This is an optimization exercise on Yosys and OpenROAD, whose aim is small area, not a production implementation.
Function was checked by simulation only, so behaviour that the tests miss may differ from the original.

Setup of the previous run:
==> module vsbc_cfg, before the edit <==
module vsbc_cfg (
  input  logic               clk_i,
  input  logic               rst_ni,
  input  logic               psel,
  input  logic               penable,
  input  logic               pwrite,
  input  logic [3:0]         paddr,
  input  logic [31:0]        pwdata,
  output logic [31:0]        prdata,
  output logic               pready,
  output logic [12:0]        limit_o,
  output logic signed [15:0] off_x_o,
  output logic signed [15:0] off_y_o,
  output logic [14:0]        mag27_o,
  output logic [14:0]        lvl_x_o,   
  output logic [14:0]        lvl_y_o
);
  localparam logic [14:0] LVL_RST = {1'b0, 14'd2458};
  logic        [12:0] limit_q;
  logic signed [15:0] offx_q, offy_q;
  logic        [14:0] mag27_q;
  logic        [14:0] lvlx_q, lvly_q, pend_q;
  logic        [12:0] wlim_q;    
  logic        [13:0] zsu_q;     
  logic        [1:0]  acc_q;     
  logic        [1:0]  wrote_q;   
  logic               wr_en, setup_wr;
  logic        [12:0] lim_a, lim_b;
  logic        [15:0] off_a;
  logic        [14:0] lvl;
  assign pready   = 1'b1;
  assign wr_en    = psel & penable & pwrite;
  assign setup_wr = psel & !penable & pwrite;
  always_ff @(posedge clk_i or negedge rst_ni) begin
    if (!rst_ni) begin
      limit_q <= vsbc_pkg::SPEED_LIMIT_RST;
      offx_q  <= '0;
      offy_q  <= '0;
    end else if (wr_en) begin
      case (paddr[3:2])
        vsbc_pkg::REG_SPEED_LIMIT: limit_q <= pwdata[12:0];
        vsbc_pkg::REG_OFFSET_X:    offx_q  <= pwdata[15:0];
        vsbc_pkg::REG_OFFSET_Y:    offy_q  <= pwdata[15:0];
        default: ;
      endcase
    end
  end
  always_comb begin
    case (paddr[3:2])
      vsbc_pkg::REG_SPEED_LIMIT: prdata = {19'd0, limit_q};
      vsbc_pkg::REG_OFFSET_X:    prdata = {{16{offx_q[15]}}, offx_q};
      vsbc_pkg::REG_OFFSET_Y:    prdata = {{16{offy_q[15]}}, offy_q};
      default:                   prdata = '0;
    endcase
  end
  always_ff @(posedge clk_i or negedge rst_ni) begin
    if (!rst_ni) begin
      acc_q   <= 2'd0;
      wrote_q <= 2'd0;
    end else begin
      acc_q   <= setup_wr ? paddr[3:2] + 2'd1 : 2'd0;
      wrote_q <= wr_en ? paddr[3:2] + 2'd1 : 2'd0;
    end
  end
  always_ff @(posedge clk_i) begin
    mag27_q <= vsbc_pkg::mag27(limit_q);
  end
  always_comb begin
    if (psel && pwrite && paddr[3:2] == vsbc_pkg::REG_SPEED_LIMIT) begin
      lim_a = pwdata[12:0];
    end else begin
      lim_a = limit_q;
    end
    if (acc_q == 2'd1) begin
      off_a = offx_q;
    end else if (acc_q[1]) begin
      off_a = pwdata[15:0];
    end else begin
      off_a = offy_q;
    end
  end
  assign lim_b = (acc_q == 2'd1) ? wlim_q : limit_q;
  assign lvl   = vsbc_pkg::level_b(lim_b, zsu_q);
  always_ff @(posedge clk_i) begin
    wlim_q <= pwdata[12:0];
    zsu_q  <= vsbc_pkg::level_a(lim_a, off_a);
    pend_q <= lvl;
  end
  always_ff @(posedge clk_i or negedge rst_ni) begin
    if (!rst_ni) begin
      lvlx_q <= LVL_RST;
      lvly_q <= LVL_RST;
    end else begin
      if (wrote_q == 2'd1 || wrote_q == 2'd2) begin
        lvlx_q <= lvl;
      end
      if (wrote_q == 2'd1) begin
        lvly_q <= pend_q;
      end else if (wrote_q == 2'd3) begin
        lvly_q <= lvl;
      end
    end
  end
  assign limit_o = limit_q;
  assign off_x_o = offx_q;
  assign off_y_o = offy_q;
  assign mag27_o = mag27_q;
  assign lvl_x_o = lvlx_q;
  assign lvl_y_o = lvly_q;
endmodule
==> flow/config.mk <==
export PLATFORM = sky130hd
export DESIGN_NAME = velocity_step_boost_compensator_unit
export DESIGN_NICKNAME = velocity_step_boost_compensator_unit
export VERILOG_FILES = /design/flow/design.v
export SDC_FILE = /design/flow/constraint.sdc
export NUM_CORES = 4
export LEC_CHECK = 0
export ABC_AREA = 1
export CAP_MARGIN = 20
export CORE_MARGIN = 2
export CORE_UTILIZATION = 40
export SLEW_MARGIN = 20
==> flow/constraint.sdc <==
create_clock -name core_clock -period 14.0 [get_ports {clk_i}]
set_input_delay 2.8000 -clock core_clock [delete_from_list [all_inputs] [get_ports {clk_i}]]
set_output_delay 2.8000 -clock core_clock [all_outputs]
set_load 0.01 [all_outputs]
standard.sh (not shown) runs the stock make flow with config.mk's settings and CLKGATE_MAP_FILE= SYNTH_SCRIPT=/design/flow/synth_recipe.tcl, a recipe that flattens the netlist after the stock synthesis.
==> flow/flow/run.sh <==
#!/bin/bash
# The standard layout (standard.sh), with these changes:
#  - synthesis runs yosys synth with -noabc (no early abc -fast pass), maps
#    no full/half adder cells (ADDER_MAP_FILE empty, so abc maps the adders
#    with the rest of the logic) and uses an area-oriented abc script
#    (flow/abc_area.script) in place of ORFS's abc_area.script; everything
#    else in synthesis is ORFS's own scripts, copied unchanged;
#  - the port buffers are the smallest buffer cell;
#  - clock tree synthesis uses larger sink clusters, no clock buffers above
#    clkbuf_16 or below clkbuf_8, and
#    leaves out dummy loads.
set -o pipefail
here=$(pwd)
mkdir -p "$here/scripts"
cp -r "$FLOW_HOME/scripts/." "$here/scripts/"
cp "$here/flow/abc_area.script" "$here/scripts/abc_area.script"

ADDER_MAP_FILE= SYNTH_ARGS="-noabc" SCRIPTS_DIR="$here/scripts" bash standard.sh synth 2>&1 | tee synth.log || exit 1

export BUFFER_PORTS_ARGS="-buffer_cell sky130_fd_sc_hd__buf_1"
export CTS_ARGS="-sink_clustering_enable -repair_clock_nets -dont_use_dummy_load -sink_clustering_size 20 -sink_clustering_max_diameter 60 -buf_list {sky130_fd_sc_hd__clkbuf_8 sky130_fd_sc_hd__clkbuf_16}"
bash standard.sh 2>&1 | tee standard.log
==> flow/flow/abc_area.script <==
strash
&get -n
&deepsyn -T 150
&put
dch -f
amap
strash
dc2
dch -f
amap
strash
dc2
dch -f
amap
topo
In summary, the previous run completed successfully, with a layout that passed the timing, DRC and antenna checks.
diff inputs: the previous run => the current run
-- flow/design.v --
<<< the previous run, line 133
  logic        [14:0] mag27_q;
  logic        [14:0] lvlx_q, lvly_q, pend_q;
  logic        [12:0] wlim_q;    
  logic        [13:0] zsu_q;     
  logic        [1:0]  acc_q;     
>>> the current run, line 133
  logic        [14:0] mag27_q;
  logic        [14:0] lvlx_q, lvly_q, pend_q;
  logic        [15:0] wdat_q;    
  logic        [13:0] zsu_q;     
  logic        [1:0]  acc_q;     
<<< the previous run, line 179
  end
  always_comb begin
    if (psel && pwrite && paddr[3:2] == vsbc_pkg::REG_SPEED_LIMIT) begin
      lim_a = pwdata[12:0];
    end else begin
      lim_a = limit_q;
>>> the current run, line 179
  end
  always_comb begin
    if (setup_wr && paddr[3:2] == vsbc_pkg::REG_SPEED_LIMIT) begin
      lim_a = pwdata[12:0];
    end else if (acc_q == 2'd1) begin
      lim_a = wdat_q[12:0];
    end else begin
      lim_a = limit_q;
<<< the previous run, line 187
      off_a = offx_q;
    end else if (acc_q[1]) begin
      off_a = pwdata[15:0];
    end else begin
      off_a = offy_q;
    end
  end
  assign lim_b = (acc_q == 2'd1) ? wlim_q : limit_q;
  assign lvl   = vsbc_pkg::level_b(lim_b, zsu_q);
  always_ff @(posedge clk_i) begin
    wlim_q <= pwdata[12:0];
    zsu_q  <= vsbc_pkg::level_a(lim_a, off_a);
    pend_q <= lvl;
>>> the current run, line 189
      off_a = offx_q;
    end else if (acc_q[1]) begin
      off_a = wdat_q;
    end else begin
      off_a = offy_q;
    end
  end
  assign lim_b = (acc_q == 2'd1) ? wdat_q[12:0] : limit_q;
  assign lvl   = vsbc_pkg::level_b(lim_b, zsu_q);
  always_ff @(posedge clk_i) begin
    wdat_q <= pwdata[15:0];
    zsu_q  <= vsbc_pkg::level_a(lim_a, off_a);
    pend_q <= lvl;
Findings:
- The area after synthesis of the previous run and that of the current run are within noise of each other.
- The higher worst hold slack came out of the previous run.
- The previous run -> the current run: layout buffering overhead excluding clock cells flat
- [compare] base=the previous run new=the current run: arrival time of the worst setup path rose by 0.04 ns, die area stayed essentially flat, sequential cell count rose by 1.4%.
- ~same horizontal extent of the die in the current run and the previous run
- Share of the clock period used by the worst path after layout delta (the previous run -> the current run): insignificant
- In the current run, fraction of standard cell area in multi-input logic is higher than in the previous run.
- Between the current run and the previous run, it is the current run whose combined global-route utilization of all metal layers is higher, by 0.52 points.
- The current run vs. the previous run: count of inverters other than clock inverters in the layout fell about 14%; vias per cell fell 1.0%.
- For via total after detailed routing, the current run and the previous run come out practically identical.

==> port drivers added, routing unchanged <==
No port has a modelled driver above. Below, the same layouts with a new extraction and two added sets of constraints.
Step 1 assumes that a clkbuf_16 drives the clock port and a buf_2 every other input.
Step 2 moves the port delays by t, midway between the first and last clock arrival at a register: inputs arrive t later, outputs are due t later. That takes back most of the time a late clock gives input paths.
Slacks: ideal / step 1 / step 2; pairs: ideal / step 1.
run | shift t [ns] | setup slack, ns | worst setup path after step 2
the previous run | 0.585 | 1.893 / 1.893 / 1.893 | register to register
the current run | 0.593 | 1.874 / 1.874 / 1.874 | register to register
After both steps every run listed still meets setup and hold.
